This is an optimization exercise on Yosys and OpenROAD, whose aim is small area and a short achievable clock period, not a production implementation.
Where RTL was checked, it was by simulation tests only, not by an equivalence proof against the original.
Power and IR drop assume default switching activity.

Design latency_histogram_counters_top, start of the top module:
module latency_histogram_counters_top (
  input  logic                  clk_i,
  input  logic                  rst_ni,
  input  logic                  cfg_we_i,
  input  logic [lhc_pkg::CFG_IDX_W-1:0]  cfg_index_i,
  input  logic [lhc_pkg::CFG_DATA_W-1:0] cfg_wdata_i,
  input  logic                  in_valid_i,
  output logic                  in_stall_o,
  input  logic [lhc_pkg::IN_BEAT_W-1:0]  in_beat_i,
  output logic                  out_valid_o,
  input  logic                  out_stall_i,
  output logic [lhc_pkg::OUT_BEAT_W-1:0] out_beat_o
);
  logic accept, load, last;
  logic [lhc_pkg::IDX_W-1:0] load_idx, out_idx;
  logic [lhc_pkg::CNT_W-1:0] out_value;
  lhc_ctrl u_ctrl (
    .clk_i       (clk_i),
    .rst_ni      (rst_ni),
    .in_valid_i  (in_valid_i),
    .command_i   (in_beat_i[18:16]),
    .in_stall_o  (in_stall_o),
    .accept_o    (accept),
    .out_stall_i (out_stall_i),
    .out_valid_o (out_valid_o),
    .load_o      (load),
    .load_idx_o  (load_idx),
    .out_idx_o   (out_idx),
    .out_last_o  (last)
  );
  lhc_dp u_dp (
    .clk_i       (clk_i),
    .rst_ni      (rst_ni),
    .cfg_we_i    (cfg_we_i),
    .cfg_index_i (cfg_index_i),
    .cfg_wdata_i (cfg_wdata_i),
    .accept_i    (accept),
    .command_i   (in_beat_i[18:16]),
    .duration_i  (in_beat_i[15:0]),
    .load_i      (load),
    .load_idx_i  (load_idx),
    .out_value_o (out_value)
  );
  assign out_beat_o = {out_idx, out_value, last};
endmodule
==> module lhc_ctrl, before the edit <==
module lhc_ctrl (
  input  logic       clk_i,
  input  logic       rst_ni,
  input  logic       in_valid_i,
  input  logic [2:0] command_i,
  output logic       in_stall_o,
  output logic       accept_o,
  input  logic       out_stall_i,
  output logic       out_valid_o,
  output logic       load_o,
  output logic [lhc_pkg::IDX_W-1:0] load_idx_o,
  output logic [lhc_pkg::IDX_W-1:0] out_idx_o,
  output logic       out_last_o
);
  localparam logic [lhc_pkg::IDX_W-1:0] LAST_IDX = lhc_pkg::IDX_W'(lhc_pkg::NUM_RESULTS - 1);
  logic dump_q, out_valid_q, last_q;
  logic [lhc_pkg::IDX_W-1:0] idx_q, oidx_q;
  logic snap, load, is_last;
  assign in_stall_o = dump_q;
  assign accept_o   = in_valid_i & ~dump_q;
  assign snap       = accept_o & (command_i == lhc_pkg::CMD_SNAPSHOT);
  assign load       = dump_q & (~out_valid_q | ~out_stall_i);
  assign is_last    = (idx_q == LAST_IDX);
  always_ff @(posedge clk_i or negedge rst_ni) begin
    if (!rst_ni) begin
      dump_q      <= 1'b0;
      out_valid_q <= 1'b0;
      idx_q       <= '0;
    end else begin
      dump_q      <= snap | (dump_q & ~(load & is_last));
      out_valid_q <= load | (out_valid_q & out_stall_i);
      if (load) idx_q <= is_last ? '0 : idx_q + 1'b1;
    end
  end
  always_ff @(posedge clk_i) begin
    if (load) begin
      oidx_q <= idx_q;
      last_q <= is_last;
    end
  end
  assign load_o      = load;
  assign load_idx_o  = idx_q;
  assign out_valid_o = out_valid_q;
  assign out_idx_o   = oidx_q;
  assign out_last_o  = last_q;
endmodule
==> module lhc_dp, before the edit <==
module lhc_dp (
  input  logic                  clk_i,
  input  logic                  rst_ni,
  input  logic                  cfg_we_i,
  input  logic [lhc_pkg::CFG_IDX_W-1:0]  cfg_index_i,
  input  logic [lhc_pkg::CFG_DATA_W-1:0] cfg_wdata_i,
  input  logic                  accept_i,
  input  logic [2:0]            command_i,
  input  logic [lhc_pkg::DUR_W-1:0] duration_i,
  input  logic                  load_i,
  input  logic [lhc_pkg::IDX_W-1:0] load_idx_i,
  output logic [lhc_pkg::CNT_W-1:0] out_value_o
);
  localparam int unsigned DUR_W = lhc_pkg::DUR_W;
  localparam int unsigned CNT_W = lhc_pkg::CNT_W;
  localparam int unsigned NLIM  = lhc_pkg::LIMIT_REGS;
  function automatic logic [CNT_W-1:0] cnt_inc(input logic [CNT_W-1:0] q, input logic en);
    logic [CNT_W-1:0] ones;
    ones[0] = 1'b1;
    for (int i = 1; i < CNT_W; i++) ones[i] = ones[i-1] & q[i-1];
    cnt_inc = q ^ ({CNT_W{en}} & ones);
  endfunction
  logic             rec_a, tmo_a, usr_a, ovf_a, cwe_a;
  logic [DUR_W-1:0] dur_a, cdat_a;
  logic [2:0]       cidx_a;
  always_ff @(posedge clk_i or negedge rst_ni) begin
    if (!rst_ni) begin
      rec_a <= 1'b0;
      tmo_a <= 1'b0;
      usr_a <= 1'b0;
      ovf_a <= 1'b0;
      cwe_a <= 1'b0;
    end else begin
      rec_a <= accept_i & (command_i == lhc_pkg::CMD_RECORD);
      tmo_a <= accept_i & (command_i == lhc_pkg::CMD_TIMEOUT);
      usr_a <= accept_i & (command_i == lhc_pkg::CMD_USER);
      ovf_a <= accept_i & (command_i == lhc_pkg::CMD_OVERFLOW);
      cwe_a <= cfg_we_i & (cfg_index_i != 3'd7);
    end
  end
  always_ff @(posedge clk_i) begin
    dur_a  <= duration_i;
    cidx_a <= cfg_index_i;
    cdat_a <= cfg_wdata_i;
  end
  logic [DUR_W-1:0] limit_q [NLIM];
  always_ff @(posedge clk_i or negedge rst_ni) begin
    if (!rst_ni) begin
      for (int i = 0; i < NLIM; i++) begin
        limit_q[i] <= lhc_pkg::LIMIT_RESET[i*DUR_W +: DUR_W];
      end
    end else if (cwe_a) begin
      limit_q[cidx_a] <= cdat_a;
    end
  end
  logic [7:0] hit, hit_b;
  always_comb begin
    logic none;
    none = rec_a;
    for (int i = 0; i < NLIM; i++) begin
      hit[i] = none & (dur_a <= limit_q[i]);
      none   = none & ~(dur_a <= limit_q[i]);
    end
    hit[7] = none;
  end
  always_ff @(posedge clk_i or negedge rst_ni) begin
    if (!rst_ni) hit_b <= '0;
    else         hit_b <= hit;
  end
  logic [CNT_W-1:0] sample_q, total_q, timeout_q, user_q, ovfc_q;
  logic [DUR_W-1:0] peak_q;
  logic [CNT_W-1:0] bin_q [8];
  always_ff @(posedge clk_i or negedge rst_ni) begin
    if (!rst_ni) begin
      sample_q  <= '0;
      total_q   <= '0;
      peak_q    <= '0;
      timeout_q <= '0;
      user_q    <= '0;
      ovfc_q    <= '0;
      for (int i = 0; i < 8; i++) bin_q[i] <= '0;
    end else begin
      sample_q  <= cnt_inc(sample_q, rec_a);
      timeout_q <= cnt_inc(timeout_q, tmo_a);
      user_q    <= cnt_inc(user_q, usr_a);
      ovfc_q    <= cnt_inc(ovfc_q, ovf_a);
      for (int i = 0; i < 8; i++) bin_q[i] <= cnt_inc(bin_q[i], hit_b[i]);
      if (rec_a) begin
        total_q <= total_q + CNT_W'(dur_a);
        if (dur_a > peak_q) peak_q <= dur_a;
      end
    end
  end
  logic [CNT_W-1:0] snap_val;
  always_comb begin
    case (load_idx_i)
      4'd0:    snap_val = sample_q;
      4'd1:    snap_val = total_q;
      4'd2:    snap_val = CNT_W'(peak_q);
      4'd3:    snap_val = bin_q[0];
      4'd4:    snap_val = bin_q[1];
      4'd5:    snap_val = bin_q[2];
      4'd6:    snap_val = bin_q[3];
      4'd7:    snap_val = bin_q[4];
      4'd8:    snap_val = bin_q[5];
      4'd9:    snap_val = bin_q[6];
      4'd10:   snap_val = bin_q[7];
      4'd11:   snap_val = timeout_q;
      4'd12:   snap_val = user_q;
      default: snap_val = ovfc_q;
    endcase
  end
  always_ff @(posedge clk_i) begin
    if (load_i) out_value_o <= snap_val;
  end
endmodule
make LEC_CHECK=0 CAP_MARGIN=20 CORE_MARGIN=2 CORE_UTILIZATION=40 CTS_BUF_LIST=sky130_fd_sc_hd__clkbuf_16 CTS_CLUSTER_DIAMETER=80 CTS_CLUSTER_SIZE=30 SETUP_SLACK_MARGIN=3.6 SLEW_MARGIN=20 finish   # period 6.0 ns
run.sh (not shown) runs the stock make flow with config.mk's settings and CLKGATE_MAP_FILE= SYNTH_SCRIPT=/design/flow/synth_recipe.tcl, a recipe that flattens the netlist after the stock synthesis.
Then changed:
--- a/flow/design.v
+++ b/flow/design.v
@@ -51,10 +51,13 @@
       out_valid_q <= load | (out_valid_q & out_stall_i);
       if (load) idx_q <= is_last ? '0 : idx_q + 1'b1;
     end
   end
-  always_ff @(posedge clk_i) begin
-    if (load) begin
+  always_ff @(posedge clk_i or negedge rst_ni) begin
+    if (!rst_ni) begin
+      oidx_q <= '0;
+      last_q <= 1'b0;
+    end else if (load) begin
       oidx_q <= idx_q;
       last_q <= is_last;
     end
   end
@@ -79,8 +82,9 @@
 );
   localparam int unsigned DUR_W = lhc_pkg::DUR_W;
   localparam int unsigned CNT_W = lhc_pkg::CNT_W;
   localparam int unsigned NLIM  = lhc_pkg::LIMIT_REGS;
+  localparam int unsigned TLO_W = CNT_W / 2;
   function automatic logic [CNT_W-1:0] cnt_inc(input logic [CNT_W-1:0] q, input logic en);
     logic [CNT_W-1:0] ones;
     ones[0] = 1'b1;
     for (int i = 1; i < CNT_W; i++) ones[i] = ones[i-1] & q[i-1];
@@ -132,15 +136,22 @@
   always_ff @(posedge clk_i or negedge rst_ni) begin
     if (!rst_ni) hit_b <= '0;
     else         hit_b <= hit;
   end
-  logic [CNT_W-1:0] sample_q, total_q, timeout_q, user_q, ovfc_q;
+  logic [CNT_W-1:0] sample_q, timeout_q, user_q, ovfc_q;
+  logic [TLO_W-1:0] tot_lo_q;
+  logic [CNT_W-TLO_W-1:0] tot_hi_q;
+  logic             tot_cy_q;
+  logic [TLO_W:0]   tot_lo_sum;
   logic [DUR_W-1:0] peak_q;
   logic [CNT_W-1:0] bin_q [8];
+  assign tot_lo_sum = {1'b0, tot_lo_q} + (rec_a ? (TLO_W+1)'(dur_a[TLO_W-1:0]) : '0);
   always_ff @(posedge clk_i or negedge rst_ni) begin
     if (!rst_ni) begin
       sample_q  <= '0;
-      total_q   <= '0;
+      tot_lo_q  <= '0;
+      tot_hi_q  <= '0;
+      tot_cy_q  <= 1'b0;
       peak_q    <= '0;
       timeout_q <= '0;
       user_q    <= '0;
       ovfc_q    <= '0;
@@ -150,19 +161,19 @@
       timeout_q <= cnt_inc(timeout_q, tmo_a);
       user_q    <= cnt_inc(user_q, usr_a);
       ovfc_q    <= cnt_inc(ovfc_q, ovf_a);
       for (int i = 0; i < 8; i++) bin_q[i] <= cnt_inc(bin_q[i], hit_b[i]);
-      if (rec_a) begin
-        total_q <= total_q + CNT_W'(dur_a);
-        if (dur_a > peak_q) peak_q <= dur_a;
-      end
+      {tot_cy_q, tot_lo_q} <= tot_lo_sum;
+      tot_hi_q <= tot_hi_q + (rec_a ? (CNT_W-TLO_W)'(dur_a[DUR_W-1:TLO_W]) : '0)
+                           + (CNT_W-TLO_W)'(tot_cy_q);
+      if (rec_a && (dur_a > peak_q)) peak_q <= dur_a;
     end
   end
   logic [CNT_W-1:0] snap_val;
   always_comb begin
     case (load_idx_i)
       4'd0:    snap_val = sample_q;
-      4'd1:    snap_val = total_q;
+      4'd1:    snap_val = {tot_hi_q, tot_lo_q};
       4'd2:    snap_val = CNT_W'(peak_q);
       4'd3:    snap_val = bin_q[0];
       4'd4:    snap_val = bin_q[1];
       4'd5:    snap_val = bin_q[2];
@@ -175,10 +186,11 @@
       4'd12:   snap_val = user_q;
       default: snap_val = ovfc_q;
     endcase
   end
-  always_ff @(posedge clk_i) begin
-    if (load_i) out_value_o <= snap_val;
+  always_ff @(posedge clk_i or negedge rst_ni) begin
+    if (!rst_ni)     out_value_o <= '0;
+    else if (load_i) out_value_o <= snap_val;
   end
 endmodule
 module latency_histogram_counters_top (
   input  logic                  clk_i,
The new run finished with timing, DRC and antenna clean.
Fmax grows by 4.8%.
Power falls by 7.4%.
Worst setup slack is better by 0.12 ns.
Cell count increases by 0.83%.
Sequential share of layout area climbs by 0.76 points.
Via count barely changes.
Wire length came out lower by about 7%.
Function not checked in the first run of this note: the RTL went through the layout flow alone.


Another version of the RTL of latency_histogram_counters_top (not shown whole).
Size in the first run: about 1,700 cells after synthesis, roughly 70 I/O pins, about 22,000 sq um of cells after synthesis.
==> module lhc_dp, before the edit <==
module lhc_dp (
  input  logic                  clk_i,
  input  logic                  rst_ni,
  input  logic                  cfg_we_i,
  input  logic [lhc_pkg::CFG_IDX_W-1:0]  cfg_index_i,
  input  logic [lhc_pkg::CFG_DATA_W-1:0] cfg_wdata_i,
  input  logic                  accept_i,
  input  logic [2:0]            command_i,
  input  logic [lhc_pkg::DUR_W-1:0] duration_i,
  input  logic                  load_i,
  input  logic [lhc_pkg::IDX_W-1:0] load_idx_i,
  output logic [lhc_pkg::CNT_W-1:0] out_value_o
);
  localparam int unsigned DUR_W = lhc_pkg::DUR_W;
  localparam int unsigned CNT_W = lhc_pkg::CNT_W;
  localparam int unsigned NLIM  = lhc_pkg::LIMIT_REGS;
  localparam int unsigned TLO_W = CNT_W / 2;
  localparam int unsigned SEG_W = 7;
  localparam int unsigned NSLOW = 11;
  function automatic logic [CNT_W-1:0] cnt_inc(input logic [CNT_W-1:0] q, input logic en);
    logic [CNT_W-1:0] ones;
    ones[0] = 1'b1;
    for (int i = 1; i < CNT_W; i++) ones[i] = ones[i-1] & q[i-1];
    cnt_inc = q ^ ({CNT_W{en}} & ones);
  endfunction
  function automatic logic [SEG_W:0] seg_inc(input logic [SEG_W-1:0] q, input logic cin, input int w);
    logic t;
    seg_inc = '0;
    t = cin;
    for (int i = 0; i < SEG_W; i++) begin
      if (i < w) begin
        seg_inc[i] = q[i] ^ t;
        t = t & q[i];
      end
    end
    seg_inc[SEG_W] = t;
  endfunction
  logic             rec_a, tmo_a, usr_a, ovf_a, cwe_a;
  logic [DUR_W-1:0] dur_a, cdat_a;
  logic [2:0]       cidx_a;
  always_ff @(posedge clk_i or negedge rst_ni) begin
    if (!rst_ni) begin
      rec_a <= 1'b0;
      tmo_a <= 1'b0;
      usr_a <= 1'b0;
      ovf_a <= 1'b0;
      cwe_a <= 1'b0;
    end else begin
      rec_a <= accept_i & (command_i == lhc_pkg::CMD_RECORD);
      tmo_a <= accept_i & (command_i == lhc_pkg::CMD_TIMEOUT);
      usr_a <= accept_i & (command_i == lhc_pkg::CMD_USER);
      ovf_a <= accept_i & (command_i == lhc_pkg::CMD_OVERFLOW);
      cwe_a <= cfg_we_i & (cfg_index_i != 3'd7);
    end
  end
  always_ff @(posedge clk_i) begin
    dur_a  <= duration_i;
    cidx_a <= cfg_index_i;
    cdat_a <= cfg_wdata_i;
  end
  logic [DUR_W-1:0] lim_q [NLIM];
  logic [NLIM-1:0]  dflt_q;
  always_ff @(posedge clk_i or negedge rst_ni) begin
    if (!rst_ni) begin
      dflt_q <= '1;
    end else if (cwe_a) begin
      dflt_q[cidx_a] <= 1'b0;
    end
  end
  always_ff @(posedge clk_i) begin
    if (cwe_a) lim_q[cidx_a] <= cdat_a;
  end
  logic [NLIM-1:0] le;
  always_comb begin
    for (int i = 0; i < NLIM; i++) begin
      le[i] = dflt_q[i] ? (dur_a <= lhc_pkg::LIMIT_RESET[i*DUR_W +: DUR_W])
                        : (dur_a <= lim_q[i]);
    end
  end
  logic [7:0] hit, hit_b;
  always_comb begin
    logic none;
    none = rec_a;
    for (int i = 0; i < NLIM; i++) begin
      hit[i] = none & le[i];
      none   = none & ~le[i];
    end
    hit[7] = none;
  end
  always_ff @(posedge clk_i or negedge rst_ni) begin
    if (!rst_ni) hit_b <= '0;
    else         hit_b <= hit;
  end
  logic [CNT_W-1:0] sample_q, timeout_q, user_q, ovfc_q;
  logic [NSLOW-1:0] slow_en;
  logic [CNT_W-1:0] slow_q [NSLOW];
  logic [1:0]       slow_cy_q [NSLOW];
  logic [TLO_W-1:0] tot_lo_q;
  logic [CNT_W-TLO_W-1:0] tot_hi_q;
  logic             tot_cy_q;
  logic [TLO_W:0]   tot_lo_sum;
  logic [DUR_W-1:0] peak_q;
  logic [CNT_W-1:0] bin_q [8];
  assign tot_lo_sum = {1'b0, tot_lo_q} + (rec_a ? (TLO_W+1)'(dur_a[TLO_W-1:0]) : '0);
  always_ff @(posedge clk_i or negedge rst_ni) begin
    if (!rst_ni) begin
      sample_q  <= '0;
      tot_lo_q  <= '0;
      tot_hi_q  <= '0;
      tot_cy_q  <= 1'b0;
      peak_q    <= '0;
      for (int k = 0; k < NSLOW; k++) begin
        slow_q[k]    <= '0;
        slow_cy_q[k] <= '0;
      end
    end else begin
      sample_q  <= cnt_inc(sample_q, rec_a);
      for (int k = 0; k < NSLOW; k++) begin
        logic [SEG_W:0] s0, s1, s2;
        s0 = seg_inc(slow_q[k][6:0], slow_en[k], 7);
        s1 = seg_inc(slow_q[k][13:7], slow_cy_q[k][0], 7);
        s2 = seg_inc({1'b0, slow_q[k][19:14]}, slow_cy_q[k][1], 6);
        slow_q[k]    <= {s2[5:0], s1[6:0], s0[6:0]};
        slow_cy_q[k] <= {s1[SEG_W], s0[SEG_W]};
      end
      {tot_cy_q, tot_lo_q} <= tot_lo_sum;
      tot_hi_q <= tot_hi_q + (rec_a ? (CNT_W-TLO_W)'(dur_a[DUR_W-1:TLO_W]) : '0)
                           + (CNT_W-TLO_W)'(tot_cy_q);
      if (rec_a && (dur_a > peak_q)) peak_q <= dur_a;
    end
  end
  assign slow_en = {ovf_a, usr_a, tmo_a, hit_b};
  always_comb begin
    for (int i = 0; i < 8; i++) bin_q[i] = slow_q[i];
    timeout_q = slow_q[8];
    user_q    = slow_q[9];
    ovfc_q    = slow_q[10];
  end
  logic [CNT_W-1:0] snap_val;
  always_comb begin
    case (load_idx_i)
      4'd0:    snap_val = sample_q;
      4'd1:    snap_val = {tot_hi_q, tot_lo_q};
      4'd2:    snap_val = CNT_W'(peak_q);
      4'd3:    snap_val = bin_q[0];
      4'd4:    snap_val = bin_q[1];
      4'd5:    snap_val = bin_q[2];
      4'd6:    snap_val = bin_q[3];
      4'd7:    snap_val = bin_q[4];
      4'd8:    snap_val = bin_q[5];
      4'd9:    snap_val = bin_q[6];
      4'd10:   snap_val = bin_q[7];
      4'd11:   snap_val = timeout_q;
      4'd12:   snap_val = user_q;
      default: snap_val = ovfc_q;
    endcase
  end
  always_ff @(posedge clk_i or negedge rst_ni) begin
    if (!rst_ni)     out_value_o <= '0;
    else if (load_i) out_value_o <= snap_val;
  end
endmodule
==> flow/config.mk <==
export PLATFORM = sky130hd
export DESIGN_NAME = latency_histogram_counters_top
export DESIGN_NICKNAME = latency_histogram_counters_top
export VERILOG_FILES = /design/flow/design.v
export SDC_FILE = /design/flow/constraint.sdc
export NUM_CORES = 4
export LEC_CHECK = 0
export CAP_MARGIN = 20
export CORE_MARGIN = 2
export CORE_UTILIZATION = 40
export CTS_BUF_LIST = sky130_fd_sc_hd__clkbuf_16
export CTS_CLUSTER_DIAMETER = 80
export CTS_CLUSTER_SIZE = 30
export SETUP_SLACK_MARGIN = 3.6
export SLEW_MARGIN = 20
==> flow/constraint.sdc <==
create_clock -name core_clock -period 6.0 [get_ports {clk_i}]
set_input_delay 1.2000 -clock core_clock [delete_from_list [all_inputs] [get_ports {clk_i}]]
set_output_delay 1.2000 -clock core_clock [all_outputs]
set_load 0.01 [all_outputs]
standard.sh (not shown) runs the stock make flow with config.mk's settings and CLKGATE_MAP_FILE= SYNTH_SCRIPT=/design/flow/synth_recipe.tcl, a recipe that flattens the netlist after the stock synthesis.
==> flow/flow/run.sh <==
#!/bin/bash
# Own flow: the standard layout with two changes.
#  1. Synthesis is the standard synthesis script (synth_recipe_mix.tcl is
#     synth_recipe.tcl plus a wrapper around ORFS's final abc call): the logic
#     cone that feeds the snapshot output value register is mapped with an
#     area-recovering ABC script (abc_area_nf.script), the rest with ORFS's
#     standard ABC script. Flip-flops are mapped before that call, so the
#     registers, their names and cell types are the standard synthesis's.
#  2. Ports are buffered with buf_2 cells instead of the delay buffers that
#     port buffering otherwise picks.
# Each step's full output goes to a log file of its own in this folder.
set -euo pipefail
W=$PWD
bash standard.sh "SYNTH_SCRIPT=$W/flow/synth_recipe_mix.tcl" \
  "MIX_AREA_SCRIPT=$W/flow/abc_area_nf.script" synth > "$W/synth.log" 2>&1
bash standard.sh "BUFFER_PORTS_ARGS=-buffer_cell sky130_fd_sc_hd__buf_2" finish > "$W/layout.log" 2>&1
==> flow/flow/abc_area_nf.script <==
&get -n
&st
&dch
&nf -R 1000
&put
==> flow/flow/synth_recipe_mix.tcl <==
proc synth {args} { yosys synth -nofsm -noshare {*}$args }
# The final technology mapping (ORFS's synth.tcl calls abc once, after the
# flip-flops are mapped): the cone feeding the snapshot output value register
# is mapped first with an area-recovering ABC script, the rest as standard.
proc abc {args} {
  set i [lsearch -exact $args -script]
  set area_args [lreplace $args [expr {$i + 1}] [expr {$i + 1}] $::env(MIX_AREA_SCRIPT)]
  set stop {}
  foreach t {dfrtp_1 dfrtp_2 dfrtp_4 dfstp_1 dfstp_2 dfstp_4 dfxtp_1 dfxtp_2 dfxtp_4 edfxtp_1} {
    lappend stop "sky130_fd_sc_hd__$t"
  }
  yosys select -set rdd c:*out_value_o* %ci1:+[join $stop ,]\[D\] c:*out_value_o* %d
  yosys select -set rdcone @rdd %ci*:-[join $stop ,]
  yosys select -set rdgates @rdcone t:\$_* %i
  yosys tee -o $::env(REPORTS_DIR)/mix_cone.txt select -count @rdgates
  yosys abc {*}$area_args @rdgates
  yosys abc {*}$args
}
source $::env(SCRIPTS_DIR)/synth.tcl
# left out here: clear keep_hierarchy, flatten, clean up, hide names made inside functions, write 1_2_yosys.v
The first run finished with timing, DRC and antenna clean.
Edit:
--- a/flow/design.v
+++ b/flow/design.v
@@ -128,21 +128,12 @@
     cdat_a <= cfg_wdata_i;
   end
-  logic [DUR_W-1:0] lim_q [NLIM];
-  logic [NLIM-1:0]  dflt_q;
-  always_ff @(posedge clk_i or negedge rst_ni) begin
-    if (!rst_ni) begin
-      dflt_q <= '1;
+  logic [DUR_W-1:0] limit_q [NLIM];
+  always_ff @(posedge clk_i or negedge rst_ni) begin
+    if (!rst_ni) begin
+      for (int i = 0; i < NLIM; i++) begin
+        limit_q[i] <= lhc_pkg::LIMIT_RESET[i*DUR_W +: DUR_W];
+      end
     end else if (cwe_a) begin
-      dflt_q[cidx_a] <= 1'b0;
-    end
-  end
-  always_ff @(posedge clk_i) begin
-    if (cwe_a) lim_q[cidx_a] <= cdat_a;
-  end
-  logic [NLIM-1:0] le;
-  always_comb begin
-    for (int i = 0; i < NLIM; i++) begin
-      le[i] = dflt_q[i] ? (dur_a <= lhc_pkg::LIMIT_RESET[i*DUR_W +: DUR_W])
-                        : (dur_a <= lim_q[i]);
+      limit_q[cidx_a] <= cdat_a;
     end
   end
@@ -152,6 +143,6 @@
     none = rec_a;
     for (int i = 0; i < NLIM; i++) begin
-      hit[i] = none & le[i];
-      none   = none & ~le[i];
+      hit[i] = none & (dur_a <= limit_q[i]);
+      none   = none & ~(dur_a <= limit_q[i]);
     end
     hit[7] = none;
Via count came out higher by 3.6%.
Clock skew is lower by 0.019 ns.
Setup slack gets worse by 0.0095 ns.
Die area increases by 0.79%.
Power goes up by 5.9%.
Cell count came out higher by 2.6%.
Critical path depth is lower by 9.
Sequential power rose by about 3%.
Clock power falls by about 5%.
Worst hold slack stays flat.
Non-clock buffer count is lower by 47.
Wire length is higher by 1.3%.
Synthesized cell count is higher by 7.4%.
Function not checked in the first run of this note: the RTL went through the layout flow alone.

static timing again, ports no longer ideal:
No port has a modelled driver above. Below, the same layouts with a new extraction and two added sets of constraints.
Step 1 sets driving cells, clkbuf_16 on the clock port and buf_2 on the other inputs (assumed; they add their load-dependent delay and slew).
Step 2, shift: input delay + t, output delay - t, t = (earliest + latest rising clock arrival at the registers) / 2. This alone moves slack from input paths to output paths.
Three values: no drivers, after step 1, after step 2; two values: the first two.
run | shift t [ns] | setup WS [ns] | slew at the worst register clock pin (ns)
the first run of note 1 | 0.659 | 3.463 / 3.463 / 3.188 | 0.10 / 0.10
the second run of note 1 | 0.665 | 3.580 / 3.524 / 3.173 | 0.12 / 0.12
the first run of note 2 | 0.642 | 3.642 / 3.588 / 3.257 | 0.11 / 0.11
the second run of note 2 | 0.649 | 3.633 / 3.574 / 3.204 | 0.11 / 0.11
After both steps setup and hold are still met in every run listed. The setup slack of the second run of note 2, which loses most, moves by -0.059 ns with the drivers and by -0.429 ns with both steps.
